Source: an optimization exercise on an open RTL-to-GDS flow (aim: small area, a short achievable clock period and few clock cycles per item). Production flows keep margins and buffers that such runs may drop. At most, simulation tests tie the RTL to the original design; equivalence was not proved.

Design rsa_key_setup, start of the top module:
module rsa_key_setup
#(
  parameter int PW = rsa_pkg::PW_DEF
) (
  input  logic            clk,
  input  logic            rst,
  input  logic            start,
  input  logic [PW-1:0]   p,
  input  logic [PW-1:0]   q,
  input  logic [2*PW-1:0] ext_e,
  output logic            busy,
  output logic            done,
  output logic [2*PW-1:0] n,
  output logic [2*PW-1:0] e_o,
  output logic [2*PW-1:0] d,
  output logic            invalid
);
  logic        in_idle, in_mul, in_chk, in_gcd;
  logic [2:0]  cnt;
  logic        borrow, case2, pqbad, first, ltf;
  logic [31:0] phr;           
  logic [32:0] a, t;
  logic [32:0] ca1, ct1, ct2;
  logic        ca2s;          
  logic [32:0] ca2;
  assign ca2 = {ca2s, d};
  logic        tz;            
  logic        a_neg, t_neg, op_sub, swap;
  logic [34:0] va_r;
  logic [33:0] va_sum;
  logic [32:0] t_next;
  always_comb begin
    a_neg  = a[32];
    t_neg  = t[32];
    op_sub = (a_neg == t_neg);
    va_r   = {t[32], t, 1'b1} + {(op_sub ? ~{a[32], a} : {a[32], a}), op_sub};
    va_sum = va_r[34:1];
    if (t[0]) t_next = va_sum[1] ? va_sum[33:1] : {va_sum[33], va_sum[33:2]};
    else      t_next = t[1] ? {t[32], t[32:1]} : {{2{t[32]}}, t[32:2]};
    swap   = t[0] & (va_sum[33] != t_neg);
  end
  function automatic logic [35:0] add4(input logic [35:0] x,
                                       input logic [35:0] y, input logic en_y, input logic neg_y,
  ...
For scale: ~310 flip-flops, about 170 I/O pins.
Settings: LEC_CHECK=0, ABC_CLOCK_PERIOD_IN_PS=2500, CAP_MARGIN=20, CORE_MARGIN=2, CORE_UTILIZATION=40, SETUP_SLACK_MARGIN=5, SLEW_MARGIN=20; clock period 10.0 ns.
run.sh (not shown) runs the stock make flow with config.mk's settings and CLKGATE_MAP_FILE= SYNTH_SCRIPT=/design/flow/synth_recipe.tcl, a recipe that flattens the netlist after the stock synthesis.
Then changed:
--- a/flow/design.v
+++ b/flow/design.v
@@ -91,24 +91,25 @@
   logic [32:0] a, t;
   logic [32:0] ca1, ct1, ct2;
   logic        ca2s;          
   logic [32:0] ca2;
   assign ca2 = {ca2s, d};
   logic        tz;            
-  logic        a_neg, t_neg, op_sub, swap;
+  logic        a_neg, t_neg, op_sub, swap, h2;
   logic [34:0] va_r;
   logic [33:0] va_sum;
   logic [32:0] t_next;
   always_comb begin
     a_neg  = a[32];
     t_neg  = t[32];
     op_sub = (a_neg == t_neg);
     va_r   = {t[32], t, 1'b1} + {(op_sub ? ~{a[32], a} : {a[32], a}), op_sub};
     va_sum = va_r[34:1];
-    if (t[0]) t_next = va_sum[1] ? va_sum[33:1] : {va_sum[33], va_sum[33:2]};
-    else      t_next = t[1] ? {t[32], t[32:1]} : {{2{t[32]}}, t[32:2]};
+    h2     = t[0] ? (t[1] ^ a[1] ^ op_sub) : ~t[1];
+    if (t[0]) t_next = h2 ? {va_sum[33], va_sum[33:2]} : va_sum[33:1];
+    else      t_next = h2 ? {{2{t[32]}}, t[32:2]} : {t[32], t[32:1]};
     swap   = t[0] & (va_sum[33] != t_neg);
   end
   function automatic logic [35:0] add4(input logic [35:0] x,
                                        input logic [35:0] y, input logic en_y, input logic neg_y,
                                        input logic [35:0] z, input logic en_z, input logic neg_z,
                                        input logic en_w, input logic neg_w);
@@ -133,13 +134,13 @@
     t_zero = tz;
     odd    = t[0];
     m1     = {4'b0000, e_o};
     m2     = {4'b1111, phr};
     par    = case2 ? (ct2[0] ^ (odd & ca2[0])) : (ct1[0] ^ (odd & ca1[0]));
     sigma  = case2 ? ct2[32] : ~ct1[32];
-    dbl    = in_gcd & (odd ? ~va_sum[1] : ~t[1]);
+    dbl    = in_gcd & h2;
     sh2    = in_mul | dbl;
     if (case2)
       lo = {1'b0, ct2[1:0]} + {1'b0, (odd ? (op_sub ? ~ca2[1:0] : ca2[1:0]) : 2'b00)}
          + {1'b0, (par ? (sigma ? ~phr[1:0] : phr[1:0]) : 2'b00)}
          + {2'b00, odd & op_sub} + {2'b00, par & sigma};
     else
Core utilization came out lower by 1.5 points; die area came out higher by 0.47%; global-route usage came out lower by 0.87 points; wire length came out lower by 3.4%; synthesized area came out higher by 0.48%; register-to-register slack gets worse by 520 ps; critical path depth came out lower by 4; count of clock-buffer cells in the layout came out higher by 13.
No functional check of the RTL was part of any run of this note.

---

Another version of the RTL of rsa_key_setup (not shown whole).
For scale: ~3000 cells after synthesis, ~330 flip-flops, about 26000 um^2 of cells after synthesis.
clock: 10.0 ns
lec_check: 0
cap_margin: 20
core_margin: 2
core_utilization: 40
setup_slack_margin: 5
slew_margin: 20
Testbench counts at the start, summed over its fixed seeds: cycles 44,928, keys 1,200.
Edit:
--- a/flow/design.v
+++ b/flow/design.v
@@ -154,40 +154,31 @@
   logic [1:0]  dct_n, dca_n;
   logic        par_n, sig_n, h2_n, p2q_n, odd_i, h2_i, bor_n;
   always_comb begin
     m1  = {3'b000, e_o};
     m2  = {3'b111, phr};
     sh2 = in_mul | (in_gcd & h2r);
     s1 = add4({{2{ct1[32]}}, ct1}, {{2{ca1[32]}}, ca1}, yen1, m1, zen1, wa1 ^ (wb & zng1), zng1);
     s2 = add4({{2{ct2[32]}}, ct2}, {{2{ca2[32]}}, ca2}, yen2, m2, zen2, wa2 ^ (wb & zng1), zng2);
     dct_n = case2 ? (sh2 ? s2[3:2] : s2[2:1]) : (sh2 ? s1[3:2] : s1[2:1]);
     dca_n = swap ? dct : dca;
     par_n = dct_n[0] ^ (t_next[0] & dca_n[0]);
-    sig_n = ~(case2 ? s2[34] : s1[34]);
+    sig_n = ~(case2 ? (sh2 ? s2[34] : s2[33]) : (sh2 ? s1[34] : s1[33]));
     h2_n  = t_next[0] ? (t_next[1] ^ (swap ? t[1] : a[1])) : ~t_next[1];
     p2q_n = dct_n[1] ^ (t_next[0] & dca_n[1]) ^ (par_n & dmx)
           ^ (dct_n[0] | (t_next[0] & dca_n[0]));
     bor_n = borrow & ~ct2[0] & ~ct2[1];
     odd_i = a[0] & s2[2];
     h2_i  = a[0] ? (s2[2] ? (s2[3] ^ a[1]) : ~s2[3]) : ~a[1];
   end
   always_ff @(posedge clk) begin
-    t    <= t_next;
-    tz   <= t[0] & va_zero;
-    ct1  <= {s1[34], sh2 ? s1[33:2] : s1[32:1]};
-    ct2  <= {s2[34], sh2 ? s2[33:2] : s2[32:1]};
-    dct  <= dct_n;
-    h2r  <= h2_n;
-    yen1 <= t_next[0];  zen1 <= par_n;  zng1 <= sig_n;   wa1 <= h2_n & p2q_n;
-    yen2 <= t_next[0];  zen2 <= par_n;  zng2 <= ~sig_n;  wa2 <= h2_n & p2q_n;
-    wb   <= h2_n & par_n;
     if (rst) begin
       in_idle <= 1'b1;
       in_mul  <= 1'b0;
       in_gcd  <= 1'b0;
       busy    <= 1'b0;
       done    <= 1'b0;
       invalid <= 1'b0;
       n       <= '0;
       e_o     <= '0;
       d       <= '0;
     end else begin
@@ -205,27 +196,30 @@
           pqbad   <= (p < 16'd2) || (q < 16'd2) || (p == q);
           phiodd  <= ~p[0] & ~q[0];
           yen1    <= 1'b0;  zen1 <= q[0];   wa1 <= q[1];              zng1 <= 1'b0;
           yen2    <= 1'b0;  zen2 <= ~q[0];  wa2 <= q[1] ^ ~q[0];      zng2 <= 1'b0;
           wb      <= 1'b0;
           cnt     <= '0;
           in_idle <= 1'b0;
           in_mul  <= 1'b1;
         end
       end
       else if (in_mul) begin
+        ct1    <= s1[34:2];
+        ct2    <= s2[34:2];
         borrow <= bor_n;
         cnt    <= cnt + 3'd1;
-        yen1   <= 1'b0;  zen1 <= s1[2];          wa1 <= s1[3];                      zng1 <= 1'b0;
-        yen2   <= 1'b0;  zen2 <= s2[2] ^ bor_n;  wa2 <= s2[3] ^ (bor_n & ~s2[2]);   zng2 <= 1'b0;
-        wb     <= 1'b0;
+        zen1   <= s1[2];
+        wa1    <= s1[3];
+        zen2   <= s2[2] ^ bor_n;
+        wa2    <= s2[3] ^ (bor_n & ~s2[2]);
         if (cnt == 3'd7) begin
           in_mul <= 1'b0;
           n      <= s1[33:2];
           phr    <= s2[33:2];
           e_o    <= a[31:0];
           if (pqbad || (a[31:1] == 31'd0) || (!a[0] && !phiodd)) begin
             done    <= 1'b1;
             invalid <= 1'b1;
             d       <= '0;
             in_idle <= 1'b1;
           end else begin
@@ -268,26 +262,36 @@
           done    <= 1'b1;
           in_gcd  <= 1'b0;
           in_idle <= 1'b1;
           if (ltf && (a == {33{1'b1}})) begin
             invalid <= 1'b0;
             d       <= s2[31:0];
           end else begin
             invalid <= 1'b1;
             d       <= '0;
           end
         end else begin
+          t   <= t_next;
+          tz  <= t[0] & va_zero;
+          ct1 <= sh2 ? s1[34:2] : s1[33:1];
+          ct2 <= sh2 ? s2[34:2] : s2[33:1];
+          dct <= dct_n;
+          h2r  <= h2_n;
           if (t[0] & va_zero) begin
             yen1 <= 1'b0;  zen1 <= 1'b0;  zng1 <= 1'b0;  wa1 <= 1'b0;
             yen2 <= 1'b1;  zen2 <= swap ? ct2[32] : ca2s;  zng2 <= 1'b1;  wa2 <= 1'b0;
             wb   <= 1'b0;
+          end else begin
+            yen1 <= t_next[0];  zen1 <= par_n;  zng1 <= sig_n;   wa1 <= h2_n & p2q_n;
+            yen2 <= t_next[0];  zen2 <= par_n;  zng2 <= ~sig_n;  wa2 <= h2_n & p2q_n;
+            wb   <= h2_n & par_n;
           end
           if (swap) begin
             a    <= t;
             ca1  <= ct1;
             ca2s <= ct2[32];
             d    <= ct2[31:0];
             dca  <= dct;
           end
         end
       end
     end
After rerunning: Flip-flop and latch count does not change; fmax went down by 2.5%; setup slack got worse by 0.13 ns; cell count went up by 3.7%.
Testbench counts after the change, summed over its fixed seeds: cycles 44,928, keys 1,200.

---

Setup of alpha:
The RTL this note starts from:
==> flow/design.v <==
package rsa_pkg;
  localparam int PW_DEF  = 16;
  localparam int NW_DEF  = 2 * PW_DEF;
  localparam int DIV_LAT = NW_DEF;
endpackage
import rsa_pkg::*;
module rsa_seq_div
#(
  parameter int W = rsa_pkg::DIV_LAT
) (
  input  logic         clk,
  input  logic         rst,
  input  logic         start,
  input  logic [W-1:0] dividend,
  input  logic [W-1:0] divisor,
  output logic [W-1:0] quot,
  output logic [W-1:0] rem,
  output logic         done
);
  localparam int CW = $clog2(W + 1);
  logic [W-1:0]  rem_q, quo_q, dsr_q;
  logic [CW-1:0] cnt;
  logic          active;
  logic [W-1:0]  src_rem, src_quo, src_dsr, nxt_rem, nxt_quo;
  logic [W:0]    trial;
  logic          qbit;
  always_comb begin
    src_rem = start ? '0       : rem_q;
    src_quo = start ? dividend : quo_q;
    src_dsr = start ? divisor  : dsr_q;
    trial   = {src_rem, src_quo[W-1]};
    if (trial >= {1'b0, src_dsr}) begin
      nxt_rem = W'(trial - {1'b0, src_dsr});
      qbit    = 1'b1;
    end else begin
      nxt_rem = trial[W-1:0];
      qbit    = 1'b0;
    end
    nxt_quo = {src_quo[W-2:0], qbit};
  end
  always_ff @(posedge clk) begin
    if (rst) begin
      active <= 1'b0;
      done   <= 1'b0;
      cnt    <= '0;
    end else begin
      done <= 1'b0;
      if (start) begin
        active <= 1'b1;
        cnt    <= CW'(1);
      end else if (active) begin
        cnt <= cnt + CW'(1);
        if (cnt == CW'(W - 1)) begin
          active <= 1'b0;
          done   <= 1'b1;
        end
      end
    end
  end
  always_ff @(posedge clk) begin
    if (start || active) begin
      rem_q <= nxt_rem;
      quo_q <= nxt_quo;
    end
    if (start) dsr_q <= divisor;
  end
  assign quot = quo_q;
  assign rem  = rem_q;
endmodule
module rsa_key_setup
#(
  parameter int PW = rsa_pkg::PW_DEF
) (
  input  logic            clk,
  input  logic            rst,
  input  logic            start,
  input  logic [PW-1:0]   p,
  input  logic [PW-1:0]   q,
  input  logic [2*PW-1:0] ext_e,
  output logic            busy,
  output logic            done,
  output logic [2*PW-1:0] n,
  output logic [2*PW-1:0] e_o,
  output logic [2*PW-1:0] d,
  output logic            invalid
);
  logic        in_idle, in_mul, in_gcd;
  logic [2:0]  cnt;
  logic        borrow, case2, pqbad, phiodd, first, ltf;
  logic [31:0] phr;           
  logic [32:0] a, t;
  logic [32:0] ca1, ct1, ct2;
  logic        ca2s;          
  logic [32:0] ca2;
  assign ca2 = {ca2s, d};
  logic        tz;            
  logic [1:0]  dct, dca;      
  logic        dmx;           
  logic        swap, h2;
  logic [33:0] va_x, va_y, va_sum;
  logic        va_zero;
  logic [32:0] t_next;
  always_comb begin
    va_x   = {t[32], t};
    va_y   = {a[32], a};
    va_sum = va_x + va_y;
    va_zero = ((va_x ^ va_y) == {(va_x[32:0] | va_y[32:0]), 1'b0});
    h2     = t[0] ? (t[1] ^ a[1]) : ~t[1];
    if (t[0]) t_next = h2 ? {va_sum[33], va_sum[33:2]} : va_sum[33:1];
    else      t_next = h2 ? {{2{t[32]}}, t[32:2]} : {t[32], t[32:1]};
    swap   = t[0] & (va_sum[33] != t[32]);
  end
  function automatic logic [35:0] add4(input logic [35:0] x,
                                       input logic [35:0] y, input logic en_y,
                                       input logic [35:0] z, input logic en_z, input logic en_w,
                                       input logic neg_z);
    logic [35:0] yy, zx, zz, ww, s1v, c1v, s2v, c2v;
    logic [36:0] r;
    yy  = en_y ? y : 36'd0;
    zx  = neg_z ? ~z : z;
    zz  = en_z ? zx : 36'd0;
    ww  = en_w ? {zx[34:0], neg_z} : 36'd0;
    s1v = x ^ yy ^ zz;
    c1v = {(x[34:0] & yy[34:0]) | (x[34:0] & zz[34:0]) | (yy[34:0] & zz[34:0]), 1'b0};
    s2v = s1v ^ c1v ^ ww;
    c2v = {(s1v[34:0] & c1v[34:0]) | (s1v[34:0] & ww[34:0]) | (c1v[34:0] & ww[34:0]), en_z & neg_z};
    r   = {s2v, 1'b1} + {c2v, en_w & neg_z};
    add4 = r[36:1];
  endfunction
  logic        run, odd, par, par2, sigma, dbl, sh2, c0, c1;
  logic        y1en, z1en, z1neg, w1en;
  logic        y2en, z2en, z2neg, w2en;
  logic [35:0] m1, m2, s1, s2;
  always_comb begin
    run    = in_gcd & ~tz;
    odd    = t[0];
    m1     = {4'b0000, e_o};
    m2     = {4'b1111, phr};
    par    = dct[0] ^ (odd & dca[0]);
    sigma  = ~(case2 ? ct2[32] : ct1[32]);
    dbl    = in_gcd & h2;
    sh2    = in_mul | dbl;
    par2   = dct[1] ^ (odd & dca[1]) ^ (par & (dmx ^ sigma))
           ^ (dct[0] | (odd & dca[0]));
    c0 = ct2[0] ^ borrow;
    c1 = ct2[1] ^ (borrow & ~ct2[0]);
    if (in_mul) begin
      y1en = 1'b0;  z1en = ct1[0];  w1en = ct1[1];  z1neg = 1'b0;
      y2en = 1'b0;  z2en = c0;      w2en = c1;      z2neg = 1'b0;
    end else if (run) begin
      y1en = odd;   z1en = par;     w1en = dbl & par2;  z1neg = sigma;
      y2en = odd;   z2en = par;     w2en = dbl & par2;  z2neg = ~sigma;
    end else begin
      y1en = 1'b0;  z1en = 1'b0;    w1en = 1'b0;    z1neg = 1'b0;
      y2en = 1'b1;  z2en = ca2s;    w2en = 1'b0;    z2neg = 1'b1;
    end
    s1 = add4({{3{ct1[32]}}, ct1}, {{3{ca1[32]}}, ca1}, y1en, m1, z1en, w1en, z1neg);
    s2 = add4({{3{ct2[32]}}, ct2}, {{3{ca2[32]}}, ca2}, y2en, m2, z2en, w2en, z2neg);
  end
  always_ff @(posedge clk) begin
    if (rst) begin
      in_idle <= 1'b1;
      in_mul  <= 1'b0;
      in_gcd  <= 1'b0;
      busy    <= 1'b0;
      done    <= 1'b0;
      invalid <= 1'b0;
      n       <= '0;
      e_o     <= '0;
      d       <= '0;
    end else begin
      done <= 1'b0;
      if (in_idle) begin
        busy <= 1'b0;
        if (start && !busy) begin
          busy    <= 1'b1;
          a       <= {1'b0, ext_e};
          e_o     <= {p, 16'd0};
          phr     <= {~(p - 16'd2), 16'd0};
          ct1     <= {17'd0, q};
          ct2     <= {17'd0, q};
          borrow  <= 1'b1;
          pqbad   <= (p < 16'd2) || (q < 16'd2) || (p == q);
          phiodd  <= ~p[0] & ~q[0];
          cnt     <= '0;
          in_idle <= 1'b0;
          in_mul  <= 1'b1;
        end
      end
      else if (in_mul) begin
        ct1    <= s1[34:2];
        ct2    <= s2[34:2];
        borrow <= borrow & ~ct2[0] & ~ct2[1];
        cnt    <= cnt + 3'd1;
        if (cnt == 3'd7) begin
          in_mul <= 1'b0;
          n      <= s1[33:2];
          phr    <= s2[33:2];
          e_o    <= a[31:0];
          if (pqbad || (a[31:1] == 31'd0) || (!a[0] && !phiodd)) begin
            done    <= 1'b1;
            invalid <= 1'b1;
            d       <= '0;
            in_idle <= 1'b1;
          end else begin
            case2 <= ~a[0];
            tz    <= 1'b0;
            first <= 1'b1;
            dca   <= 2'b00;
            dct   <= 2'b11;
            dmx   <= a[0] ? a[1] : ~s2[3];
            if (a[0]) begin
              t    <= s2[34:2];
              ca1  <= '0;
              ct1  <= {33{1'b1}};
              ca2s <= 1'b1;
              d    <= {32{1'b1}};
              ct2  <= '0;
            end else begin
              a    <= s2[34:2];
              t    <= a;
              ca1  <= {33{1'b1}};
              ct1  <= '0;
              ca2s <= 1'b0;
              d    <= 32'd0;
              ct2  <= {33{1'b1}};
            end
            in_gcd <= 1'b1;
          end
        end
      end
      else if (in_gcd) begin
        first <= 1'b0;
        if (first) ltf <= va_sum[33];
        if (tz) begin
          done    <= 1'b1;
          in_gcd  <= 1'b0;
          in_idle <= 1'b1;
          if (ltf && (a == {33{1'b1}})) begin
            invalid <= 1'b0;
            d       <= s2[31:0];
          end else begin
            invalid <= 1'b1;
            d       <= '0;
          end
        end else begin
          t   <= t_next;
          tz  <= t[0] & va_zero;
          ct1 <= sh2 ? s1[34:2] : s1[33:1];
          ct2 <= sh2 ? s2[34:2] : s2[33:1];
          if (case2) dct <= sh2 ? s2[3:2] : s2[2:1];
          else       dct <= sh2 ? s1[3:2] : s1[2:1];
          if (swap) begin
            a    <= t;
            ca1  <= ct1;
            ca2s <= ct2[32];
            d    <= ct2[31:0];
            dca  <= dct;
          end
        end
      end
    end
  end
endmodule
Settings: LEC_CHECK=0, CAP_MARGIN=20, CORE_MARGIN=2, CORE_UTILIZATION=40, SETUP_SLACK_MARGIN=4, SLEW_MARGIN=20; clock period 10.0 ns.
Testbench counts of alpha, summed over its fixed seeds: cycles 44,928, keys 1,200.
Inputs modified between alpha and beta:
diff --git a/flow/design.v b/flow/design.v
--- a/flow/design.v
+++ b/flow/design.v
@@ -93,20 +93,43 @@
   logic        ca2s;          
   logic [32:0] ca2;
   assign ca2 = {ca2s, d};
   logic        tz;            
   logic [1:0]  dct, dca;      
   logic        dmx;           
+  logic        parr;          
+  function automatic logic [36:0] ks37(input logic [36:0] x, input logic [36:0] y,
+                                       input logic ci);
+    logic [36:0] g, p, gg, pp, g2, p2;
+    g = x & y;
+    p = x ^ y;
+    gg = g;
+    pp = p;
+    gg[0] = g[0] | (p[0] & ci);
+    for (int k = 1; k < 37; k = k * 2) begin
+      g2 = gg;
+      p2 = pp;
+      for (int i = k; i < 37; i++) begin
+        g2[i] = gg[i] | (pp[i] & gg[i-k]);
+        p2[i] = pp[i] & pp[i-k];
+      end
+      gg = g2;
+      pp = p2;
+    end
+    ks37 = p ^ {gg[35:0], ci};
+  endfunction
   logic        swap, h2;
   logic [33:0] va_x, va_y, va_sum;
+  logic [36:0] va_ks;
   logic        va_zero;
   logic [32:0] t_next;
   always_comb begin
     va_x   = {t[32], t};
     va_y   = {a[32], a};
-    va_sum = va_x + va_y;
+    va_ks  = ks37({{3{va_x[33]}}, va_x}, {{3{va_y[33]}}, va_y}, 1'b0);
+    va_sum = va_ks[33:0];
     va_zero = ((va_x ^ va_y) == {(va_x[32:0] | va_y[32:0]), 1'b0});
     h2     = t[0] ? (t[1] ^ a[1]) : ~t[1];
     if (t[0]) t_next = h2 ? {va_sum[33], va_sum[33:2]} : va_sum[33:1];
     else      t_next = h2 ? {{2{t[32]}}, t[32:2]} : {t[32], t[32:1]};
     swap   = t[0] & (va_sum[33] != t[32]);
   end
@@ -121,25 +144,26 @@
     zz  = en_z ? zx : 36'd0;
     ww  = en_w ? {zx[34:0], neg_z} : 36'd0;
     s1v = x ^ yy ^ zz;
     c1v = {(x[34:0] & yy[34:0]) | (x[34:0] & zz[34:0]) | (yy[34:0] & zz[34:0]), 1'b0};
     s2v = s1v ^ c1v ^ ww;
     c2v = {(s1v[34:0] & c1v[34:0]) | (s1v[34:0] & ww[34:0]) | (c1v[34:0] & ww[34:0]), en_z & neg_z};
-    r   = {s2v, 1'b1} + {c2v, en_w & neg_z};
+    r   = ks37({s2v, 1'b1}, {c2v, en_w & neg_z}, 1'b0);
     add4 = r[36:1];
   endfunction
   logic        run, odd, par, par2, sigma, dbl, sh2, c0, c1;
   logic        y1en, z1en, z1neg, w1en;
   logic        y2en, z2en, z2neg, w2en;
   logic [35:0] m1, m2, s1, s2;
+  logic [1:0]  dct_n;
   always_comb begin
     run    = in_gcd & ~tz;
     odd    = t[0];
     m1     = {4'b0000, e_o};
     m2     = {4'b1111, phr};
-    par    = dct[0] ^ (odd & dca[0]);
+    par    = parr;
     sigma  = ~(case2 ? ct2[32] : ct1[32]);
     dbl    = in_gcd & h2;
     sh2    = in_mul | dbl;
     par2   = dct[1] ^ (odd & dca[1]) ^ (par & (dmx ^ sigma))
            ^ (dct[0] | (odd & dca[0]));
     c0 = ct2[0] ^ borrow;
@@ -153,12 +177,13 @@
     end else begin
       y1en = 1'b0;  z1en = 1'b0;    w1en = 1'b0;    z1neg = 1'b0;
       y2en = 1'b1;  z2en = ca2s;    w2en = 1'b0;    z2neg = 1'b1;
     end
     s1 = add4({{3{ct1[32]}}, ct1}, {{3{ca1[32]}}, ca1}, y1en, m1, z1en, w1en, z1neg);
     s2 = add4({{3{ct2[32]}}, ct2}, {{3{ca2[32]}}, ca2}, y2en, m2, z2en, w2en, z2neg);
+    dct_n = case2 ? (sh2 ? s2[3:2] : s2[2:1]) : (sh2 ? s1[3:2] : s1[2:1]);
   end
   always_ff @(posedge clk) begin
     if (rst) begin
       in_idle <= 1'b1;
       in_mul  <= 1'b0;
       in_gcd  <= 1'b0;
@@ -206,12 +231,13 @@
             case2 <= ~a[0];
             tz    <= 1'b0;
             first <= 1'b1;
             dca   <= 2'b00;
             dct   <= 2'b11;
             dmx   <= a[0] ? a[1] : ~s2[3];
+            parr  <= 1'b1;
             if (a[0]) begin
               t    <= s2[34:2];
               ca1  <= '0;
               ct1  <= {33{1'b1}};
               ca2s <= 1'b1;
               d    <= {32{1'b1}};
@@ -245,14 +271,14 @@
           end
         end else begin
           t   <= t_next;
           tz  <= t[0] & va_zero;
           ct1 <= sh2 ? s1[34:2] : s1[33:1];
           ct2 <= sh2 ? s2[34:2] : s2[33:1];
-          if (case2) dct <= sh2 ? s2[3:2] : s2[2:1];
-          else       dct <= sh2 ? s1[3:2] : s1[2:1];
+          dct <= dct_n;
+          parr <= dct_n[0] ^ (t_next[0] & (swap ? dct[0] : dca[0]));
           if (swap) begin
             a    <= t;
             ca1  <= ct1;
             ca2s <= ct2[32];
             d    <= ct2[31:0];
             dca  <= dct;
==> results.txt <==
Status: die extent in x parity (beta, alpha). Going from alpha to beta, path length in cells of the critical path grows by 9.1%. On met3 track demand over resource in global routing, beta and alpha are basically level. Delta (beta minus alpha): total congestion overflow was more or less identical, final worst-path cycle share went up by 1.2 points, wire length reported by the detailed router went down by about 2%, post-cts repair resize count went down by 3. From alpha to beta the numbers moved as follows: non-clock buffer contribution to total cell area essentially unchanged. The run showing the greater global-route total usage across every layer is alpha. beta vs. alpha: final routed wire length divided by cell count lost about 1.3%.
Function not checked in beta: the RTL went through the layout flow alone.

## what the ideal ports hide
How much do the figures lean on ideal ports? The routed layouts below were timed once more, with nothing changed but the port constraints. Step 1, drivers: a clkbuf_16 drives clk and a buf_2 each remaining input, both assumed. Step 2, shift: input delay + t, output delay - t, t = (earliest + latest rising clock arrival at the registers) / 2. This alone moves slack from input paths to output paths. a / b / c = no drivers / after step 1 / after step 2; a / b = the first two.
run | shift t [ns] | slack for setup (ns) | slew at the worst register clock pin (ns) | worst data-port slew with drivers (ns)
the first run of note 1 | 0.637 | 3.054 / 3.054 / 3.054 | 0.07 / 0.07 | 0.05
the second run of note 1 | 0.641 | 2.531 / 2.531 / 2.531 | 0.06 / 0.06 | 0.10
the first run of note 2 | 0.642 | 5.082 / 5.082 / 4.573 | 0.07 / 0.07 | 0.05
the second run of note 2 | 0.645 | 4.954 / 4.954 / 4.954 | 0.07 / 0.07 | 0.06
alpha | 0.643 | 4.152 / 4.152 / 4.152 | 0.07 / 0.07 | 0.05
beta | 0.657 | 4.027 / 4.027 / 4.027 | 0.07 / 0.07 | 0.05
After both steps setup and hold are still met in every run listed. The setup slack of the first run of note 2, which loses most, moves by 0.000 ns with the drivers and by -0.509 ns with both steps.
